From an optimization exercise on the open Yosys and OpenROAD flow, aimed at small area, a short achievable clock period and few clock cycles per item; shortcuts taken in it are not production practice.
The RTL was checked by simulation tests, not by an equivalence proof against the original design.
Power figures rest on the tool's default switching activity, not on a simulated workload.

[flow/run.sh]
#!/bin/bash
# Own layout flow: the standard layout (standard.sh: standard synthesis,
# floorplan, place, CTS, route, finish) with one change: the buffers ORFS puts
# on every input and output port are sky130_fd_sc_hd__buf_1 cells instead of
# the default choice (clkdlybuf4s50_1, a slow and large delay buffer).
# Full make output goes to flow_standard.log in the work folder.
set -euo pipefail
cd "$(dirname "${BASH_SOURCE[0]}")/.."
export BUFFER_PORTS_ARGS="-buffer_cell sky130_fd_sc_hd__buf_1"
status=0
bash standard.sh > flow_standard.log 2>&1 || status=$?
tail -n 20 flow_standard.log
exit $status
[standard.sh]
#!/bin/bash
# synth_recipe.tcl (not shown) runs the flow's synth.tcl, then flattens the netlist and writes it again
# the make line also repeats each setting of config.mk as NAME=value (left out here)
make -C /OpenROAD-flow-scripts/flow DESIGN_CONFIG=/design/flow/config.mk WORK_HOME=/design/flow/orfs CLKGATE_MAP_FILE= SYNTH_SCRIPT=/design/flow/synth_recipe.tcl "${@:-finish}"
[config.mk]
export PLATFORM = sky130hd
export DESIGN_NAME = ex_mdu
export DESIGN_NICKNAME = ex_mdu
export VERILOG_FILES = /design/flow/design.v
export SDC_FILE = /design/flow/constraint.sdc
export NUM_CORES = 4
export LEC_CHECK = 0
export CAP_MARGIN = 20
export CORE_MARGIN = 2
export CORE_UTILIZATION = 40
export SLEW_MARGIN = 20
[constraint.sdc]
create_clock -name core_clock -period 110.0 [get_ports {clk}]
set_input_delay 22.0000 -clock core_clock [delete_from_list [all_inputs] [get_ports {clk}]]
set_output_delay 22.0000 -clock core_clock [all_outputs]
set_load 0.01 [all_outputs]
[design.v]
`default_nettype none
module ex_mdu (
   input  logic        clk,
   input  logic        reset,
   input  logic        start,
   input  logic [2:0]  md_op,
   input  logic [31:0] rs,
   input  logic [31:0] rt,
   output logic        busy,
   output logic [31:0] hi,
   output logic [31:0] lo
);
   localparam int KM = 8;              
   localparam int W  = 32 + KM;        
   localparam logic [2:0] OP_MULT  = 3'd1;
   localparam logic [2:0] OP_MULTU = 3'd2;
   localparam logic [2:0] OP_DIV   = 3'd3;
   localparam logic [2:0] OP_DIVU  = 3'd4;
   localparam logic [2:0] OP_MTHI  = 3'd5;
   localparam logic [2:0] OP_MTLO  = 3'd6;
   logic        busy_q;
   logic [31:0] hi_q, lo_q;
   logic [31:0] b_q;                   
   logic [5:0]  rem_q;                 
   logic        mul_q, sgn_q, aneg_q, dneg_q, post_q, inc_q, first_q;
   logic          mlast;
   logic          mneg;
   logic [32:0]   bx, nx;
   logic [W-1:0]  cs_s, cs_c, row, s_n, c_n;
   logic [W-1:0]  msum;
   logic          mc;
   always_comb begin
      mlast = (rem_q == 6'(KM));
      mneg  = mlast & sgn_q & lo_q[KM-1];
      bx    = {sgn_q & b_q[31], b_q};
      cs_s  = W'({~(sgn_q & hi_q[31]), hi_q});
      cs_c  = W'({~(lo_q[0] & bx[32]), lo_q[0] ? bx[31:0] : 32'd0});
      for (int i = 1; i < KM; i++) begin
         if (i == KM - 1) begin
            nx  = mneg ? ~bx : bx;
            row = (W'({~(lo_q[i] & nx[32]), lo_q[i] ? nx[31:0] : 32'd0}) << i)
                | W'({(KM-1){mneg}});
         end else begin
            row = W'({~(lo_q[i] & bx[32]), lo_q[i] ? bx[31:0] : 32'd0}) << i;
         end
         s_n  = cs_s ^ cs_c ^ row;
         c_n  = ((cs_s & cs_c) | ((cs_s ^ cs_c) & row)) << 1;
         cs_s = s_n;
         cs_c = c_n;
      end
      mc = mneg;
      for (int i = 0; i < W; i++) begin
         msum[i] = cs_s[i] ^ cs_c[i] ^ mc;
         mc      = (cs_s[i] & cs_c[i]) | ((cs_s[i] ^ cs_c[i]) & mc);
      end
   end
   logic [31:0] lo_e;
   logic        ic;
   always_comb begin
      ic = inc_q;
      for (int i = 0; i < 32; i++) begin
         lo_e[i] = lo_q[i] ^ ic;
         ic      = lo_q[i] & ic;
      end
   end
   logic        qn;                    
   logic [32:0] dx, dy, dt;
   logic        dc, dq;
   logic [31:0] dm, am;                
   logic [4:0]  ma, mdv;               
   logic [5:0]  sh;
   logic [4:0]  se;
   logic [31:0] bsh;
   always_comb begin
      qn  = aneg_q ^ dneg_q;
      dm  = ~b_q;
      am  = hi_q ^ {32{aneg_q}};
      ma  = 5'd0;
      mdv = 5'd0;
      for (int i = 0; i < 32; i++) begin
         if (am[i]) ma  = 5'(i);
         if (dm[i]) mdv = 5'(i);
      end
      sh  = {1'b0, ma} - {1'b0, mdv} + {5'd0, aneg_q};
      se  = first_q ? sh[4:0] : 5'd0;
      bsh = (b_q << se) | (~(32'hFFFF_FFFF << se) & {32{~dneg_q}});
      dx = {aneg_q & hi_q[31], hi_q};
      dy = {1'b1, bsh} ^ {33{aneg_q}};
      dc = ~qn;
      for (int i = 0; i < 33; i++) begin
         dt[i] = dx[i] ^ dy[i] ^ dc;
         dc    = (dx[i] & dy[i]) | ((dx[i] ^ dy[i]) & dc);
      end
      dq = aneg_q ? (dt[32] | (dt == 33'd0)) : dc;
   end
   logic        dlast;
   assign dlast = first_q ? (sh[5] | (sh[4:0] == 5'd0)) : (rem_q == 6'd0);
   logic        op_mul, op_div, op_dsg, zero;
   assign op_mul = (md_op == OP_MULT) | (md_op == OP_MULTU);
   assign op_div = (md_op == OP_DIV) | (md_op == OP_DIVU);
   assign op_dsg = (md_op == OP_DIV);
   assign zero   = (rt == 32'd0);
   always_ff @(posedge clk) begin
      if (!busy_q) begin
         mul_q   <= ~op_div;
         sgn_q   <= (md_op == OP_MULT);
         aneg_q  <= op_dsg & rs[31];
         dneg_q  <= op_dsg & rt[31];
         inc_q   <= 1'b0;
         post_q  <= 1'b0;
         first_q <= 1'b1;
         rem_q   <= 6'd32;
         b_q     <= rt ^ {32{op_div & ~(op_dsg & rt[31])}};
      end
      if (reset) begin
         busy_q <= 1'b0;
         hi_q   <= 32'd0;
         lo_q   <= 32'd0;
      end else if (!busy_q) begin
         if (start) begin
            if (op_mul | (op_div & ~zero)) busy_q <= 1'b1;
            if (op_mul) begin
               lo_q <= rs;
               hi_q <= 32'd0;
            end
            if (op_div & ~zero) hi_q <= rs;
            if (md_op == OP_MTHI) hi_q <= rs;
            if (md_op == OP_MTLO) lo_q <= rs;
         end
      end else if (mul_q) begin
         hi_q  <= msum[W-1:KM];
         lo_q  <= {msum[KM-1:0], lo_q[31:KM]};
         rem_q <= rem_q - 6'(KM);
         if (mlast) busy_q <= 1'b0;
      end else if (!post_q) begin
         first_q <= 1'b0;
         if (dq & ~(first_q & sh[5])) hi_q <= dt[31:0];
         lo_q  <= {(first_q ? {31{qn}} : lo_q[30:0]), dq & ~(first_q & sh[5]) ^ qn};
         b_q   <= {1'b1, bsh[31:1]};
         rem_q <= first_q ? {1'b0, sh[4:0]} - 6'd1 : rem_q - 6'd1;
         if (dlast) begin
            if (qn) begin
               post_q <= 1'b1;
               inc_q  <= 1'b1;
            end else begin
               busy_q <= 1'b0;
            end
         end
      end else begin
         lo_q   <= lo_e;
         busy_q <= 1'b0;
      end
   end
   assign busy = busy_q;
   assign hi   = hi_q;
   assign lo   = lo_q;
endmodule
`default_nettype wire
==> impl_metrics.tcl <==
set metrics [dict create \
    clk_pin_slew_ps 90 \
    max_slew.worst_pin.slew_ps 1160 \
    synth_area_leader_cell "sky130_fd_sc_hd__fa_1" \
    start_util_pct 40.4 \
    clk_root_buffer_cell "sky130_fd_sc_hd__clkbuf_16" \
    post_synth_instance_area_sq_um 18800 \
    vias_per_cell 5.83 \
    critPathArrivalTime_ps 24730 \
    synth_area_leaders "sky130_fd_sc_hd__fa_1 31%, sky130_fd_sc_hd__dfxtp_1 11%, sky130_fd_sc_hd__and2_1 8.7%" \
    totalWireLength_microns 60400 \
    timing.clock.skew_ps 17.1 \
    netlist.area_leader.share_pct 31.3 \
    crit_top_cell "sky130_fd_sc_hd__buf_4" \
    areaGrowthSynthToFinish_pct 6.30 \
    setup_tns_ps 0 \
    slew_headroom_pct 22.7 \
    post_route_cells_drive_above_1_share_pct 5.57 \
    endpoint_kind "register" \
    synth_top_flop_cell "sky130_fd_sc_hd__dfxtp_1" \
    avgSynthCellArea_sq_um 8.69 \
    drt_pre_antenna_iters 8 \
    synth-seq-cells 110 \
    vdd.ir_drop.worst_mv 0.0177 \
    max_cap_viol_count 0 \
    post_cts_resized 0 \
    reg2reg_from "aneg_q$_DFFE_PN_" \
    timing.final.max_slew_violations 0 \
    finalCoreUtilization_pct 42.9 \
    reg2regPathDepth 60 \
    post_drt_wl_per_cell_microns 21.7 \
    buffer_ports.inserted 134 \
    clock-sinks 110 \
    report.final.setup_viol 0 \
    clock_tree.htree_level_count 3 \
    synth.distinct_cells 76 \
    crit_chain "buf_1 -> nor4_1 -> nand4_1 -> o21ai_0 -> nand2_1 -> buf_4 -> o221a_2 -> buf_4 -> nor2_1 -> a211oi_2" \
    holdBufCountCts 0 \
    first_iter_violations 1842 \
    cp_data_required_time_ps 110230 \
    die_x_microns 221 \
    worst_path_dominant_cell_family "simple AND/OR/NAND/NOR gates" \
    fin_crit_sh_pct 22.3 \
    final_nets 2585 \
    async_reset_ff_share_pct 0 \
    leak_uw 0.00829 \
    row_count 79 \
    layout_min_cycle_time_ps 24500 \
    fillers 4657 \
    ant_nets 0 \
    grt_start_max_net_pins 78 \
    clock_insertion_delay_worst_skew_ps 400 \
    overflow 0 \
    cp_slowest_stage_delay_ps 510 \
    run_status "no timing/DRC/antenna violations" \
    rsz0062_at_grt "false" \
    vias 16186 \
    tritoncts "built" \
    synth-warning-count 1 \
    setup.worst_path.class "in -> reg" \
    synth_edf_count 7 \
    initial_antenna_violation_count 0 \
    startpoint_kind_of_the_worst_setup_timing_path "input pin" \
    remaining_drc_errors 0 \
    fp.dieH_microns 221 \
    fmax_mhz 40.8 \
    global_router_s_overall_resource_usage_pct 25.3 \
    io_pins 135 \
    timing.critical_path.slowest_stage_cell "sky130_fd_sc_hd__nor4_1" \
    die-area_sq_um 48600 \
    timing.critical_path.fanout_max 64 \
    rrSetupSlack_ps 87760 \
    coreArea_sq_um 46500 \
    cts-root-to-sink-buffers 2 \
    hold_path_startpoint "inc_q$_DFF_P_" \
    worstReg2RegEnd "hi_q[29]$_SDFFE_PP0P_" \
    powerDensity_nw_per_um2 29.8 \
    post_synth_inst_count 2158 \
    synth_nets 2577 \
    worst_hold_path.num_cells 2 \
    grt_first_pass_wirelength_microns 93900 \
    number_of_buffers_created_by_cts 9 \
    cts.repair_timing.setup_buffer_count 0 \
    timing.hold.worst.class "reg -> reg" \
    worst-path-buf-inv 3 \
    num_antenna_cells 0 \
    hold_violation_count_in_the_final_report 0 \
    min_to "inc_q$_DFF_P_" \
    synth_sequential_area_ratio_pct 12.1 \
    first_global_vias 15817 \
    dpl.hpwl_microns 47300 \
    place_congestion 0.929 \
]
==> synthesized netlist by cell type (4+ instances only) <==
master	count
sky130_fd_sc_hd__nand3b_1	4
sky130_fd_sc_hd__xor2_1	58
sky130_fd_sc_hd__and2_1	262
sky130_fd_sc_hd__o21bai_1	4
sky130_fd_sc_hd__nand4_1	13
sky130_fd_sc_hd__a211oi_1	15
sky130_fd_sc_hd__o22ai_1	19
sky130_fd_sc_hd__o211ai_1	21
sky130_fd_sc_hd__a21boi_0	11
sky130_fd_sc_hd__buf_6	5
sky130_fd_sc_hd__buf_1	9
sky130_fd_sc_hd__nand2b_1	7
sky130_fd_sc_hd__nor2_1	135
sky130_fd_sc_hd__nor3_1	22
sky130_fd_sc_hd__nor4_1	11
sky130_fd_sc_hd__ha_1	56
sky130_fd_sc_hd__or3_1	4
sky130_fd_sc_hd__a31oi_1	42
sky130_fd_sc_hd__dfxtp_1	103
sky130_fd_sc_hd__mux2i_1	70
sky130_fd_sc_hd__nand3_1	50
sky130_fd_sc_hd__fa_1	293
sky130_fd_sc_hd__inv_1	67
sky130_fd_sc_hd__o21ai_0	146
sky130_fd_sc_hd__a21oi_1	79
sky130_fd_sc_hd__a311oi_1	30
sky130_fd_sc_hd__and3_1	5
sky130_fd_sc_hd__nand2_1	224
sky130_fd_sc_hd__edfxtp_1	7
sky130_fd_sc_hd__xnor2_1	54
sky130_fd_sc_hd__buf_2	18
sky130_fd_sc_hd__clkbuf_1	144
sky130_fd_sc_hd__a211oi_2	29
sky130_fd_sc_hd__nor2b_1	34
sky130_fd_sc_hd__a21o_1	10
sky130_fd_sc_hd__a22oi_1	30
sky130_fd_sc_hd__buf_4	9
==> state kept, by name (all words and copies together) (netlist names) <==
register,cells
b_q,32
hi_q,32
lo_q,32
rem_q,6
aneg_q,1
busy_q,1
dneg_q,1
first_q,1
inc_q,1
mul_q,1
post_q,1
sgn_q,1
==> metal layers <==
| layer | vias up | global-route usage, % | share of wire [%] |
|---|---|---|---|
| met5 | - | 0 | 0 |
| met4 | 0 | 7.40 | 2.6 |
| met3 | 87 | 3.77 | 8.0 |
| met2 | 721 | 41.2 | 46 |
| met1 | 8064 | 35.0 | 43 |
| li1 | 7314 | - | - |
==> logic make-up after synthesis <==
family | after synthesis | synth area share [%]
flip-flops | 110 | 12.1
AO/OA/AOI/OAI | 468 | 16.6
multiplexers | 74 | 4.10
AND/OR/NAND/NOR | 792 | 21.4
XOR/XNOR | 112 | 5.23
buffers and inverters | 253 | 5.56
adder cells (fa/ha/maj) | 349 | 35.0
==> how the worst max path moves through the flow <==
stage	cells past startpoint	start	end	slack, ps
final	10	rt[31]	hi_q[24]$_SDFFE_PP0P_	85500
after global routing	10	rt[31]	hi_q[28]$_SDFFE_PP0P_	85340
after CTS	10	rt[31]	hi_q[24]$_SDFFE_PP0P_	85550
after detailed placement	10	rt[31]	hi_q[0]$_SDFFE_PP0P_	85120
after global placement	10	rt[31]	hi_q[14]$_SDFFE_PP0P_	85210
after floorplan	10	md_op[1]	b_q[10]$_DFF_P_	86460
==> worst register-to-register path: cells and delay by family (launching register included) <==
family          cells  cell delay (ps)
fa+ha+maj          33            14580
compound gates     13             2880
simple gates        8             2000
buf+inv             4             1690
mux                 1              440
flops               1              330
xor+xnor            1              210
==> cell type report <==
type / count / area [sq um] / share of cell area [%]
inverters: 68 / 255 / 1.28
well taps: 607 / 759 / 3.81
clock inverters: 6 / 76.3 / 0.383
flip-flops and latches: 110 / 2280 / 11.4
repair buffers: 182 / 867 / 4.35
multi-input cells: 1795 / 15500 / 77.5
clock buffers: 10 / 239 / 1.20
==> stage by stage <==
stage                     power [uW]  hold slack (ps)  std cells  instance area, sq um  setup WS [ps]
after detailed placement         547              459       2762                 19600          85120
after floorplan                  404              431       2158                 18800          86460
final                            593              469       2778                 19900          85500
after CTS                        585              473       2778                 19900          85550
after global placement           540              453       2762                 19600          85210
after global routing             643              494       2778                 19900          85340
==> power by group <==
part	switching (uW)	leakage, uW	total (uW)	internal [uW]
clock network	18.7	0.000156	37.4	18.7
logic	305	0.00720	497	192
registers	12.4	0.000936	58.3	45.9
total	336	0.00829	593	257
==> placed cells by master, fill, tap and decap left out, types with 9 or more instances in the layout <==
master                      instances
sky130_fd_sc_hd__fa_1             293
sky130_fd_sc_hd__and2_1           262
sky130_fd_sc_hd__nand2_1          223
sky130_fd_sc_hd__o21ai_0          146
sky130_fd_sc_hd__nor2_1           134
sky130_fd_sc_hd__buf_1            133
sky130_fd_sc_hd__dfxtp_1          100
sky130_fd_sc_hd__a21oi_1           79
sky130_fd_sc_hd__mux2i_1           70
sky130_fd_sc_hd__inv_1             67
sky130_fd_sc_hd__xor2_1            58
sky130_fd_sc_hd__ha_1              56
sky130_fd_sc_hd__xnor2_1           54
sky130_fd_sc_hd__nand3_1           50
sky130_fd_sc_hd__buf_4             48
sky130_fd_sc_hd__a31oi_1           42
sky130_fd_sc_hd__nor2b_1           34
sky130_fd_sc_hd__a311oi_1          30
sky130_fd_sc_hd__a22oi_1           30
sky130_fd_sc_hd__a211oi_2          29
sky130_fd_sc_hd__o211ai_1          21
sky130_fd_sc_hd__nor3_1            21
sky130_fd_sc_hd__o22ai_1           19
sky130_fd_sc_hd__a211oi_1          15
sky130_fd_sc_hd__nand4_1           13
sky130_fd_sc_hd__a21boi_0          11
sky130_fd_sc_hd__a21o_1            10
sky130_fd_sc_hd__nor4_1            10
sky130_fd_sc_hd__clkbuf_16          9
Testbench counts, summed over its fixed seeds: cycles 64,325, ops 12,000.

-- what the ideal ports hide --
No port has a modelled driver above. Below, the same layout with a new extraction and two added sets of constraints.
Step 1 (the two cells are an assumption about what drives the block):
set clk [get_ports {clk}]
set_driving_cell -lib_cell sky130_fd_sc_hd__clkbuf_16 $clk
set_driving_cell -lib_cell sky130_fd_sc_hd__buf_2 [delete_from_list [all_inputs] $clk]
Step 2 adds t to the input delays and takes it off the output delays; t is the mean of the earliest and latest rising clock arrival at the registers after step 1. Input paths then give back, and output paths get back, about the clock's delay inside the block.
a / b / c = ideal ports / drivers / drivers and shift; a / b = the first two.
t, ns: 0.448
setup WS [ns]: 85.499 / 85.531 / 85.083
worst setup path at the end: input to register
clock arrival spread, ns: 0.017 / 0.017
worst data-port slew with drivers (ns): 0.06
After both steps this run still meets setup and hold. For this run, drivers alone change the setup slack by +0.032 ns; drivers and shift together by -0.416 ns.
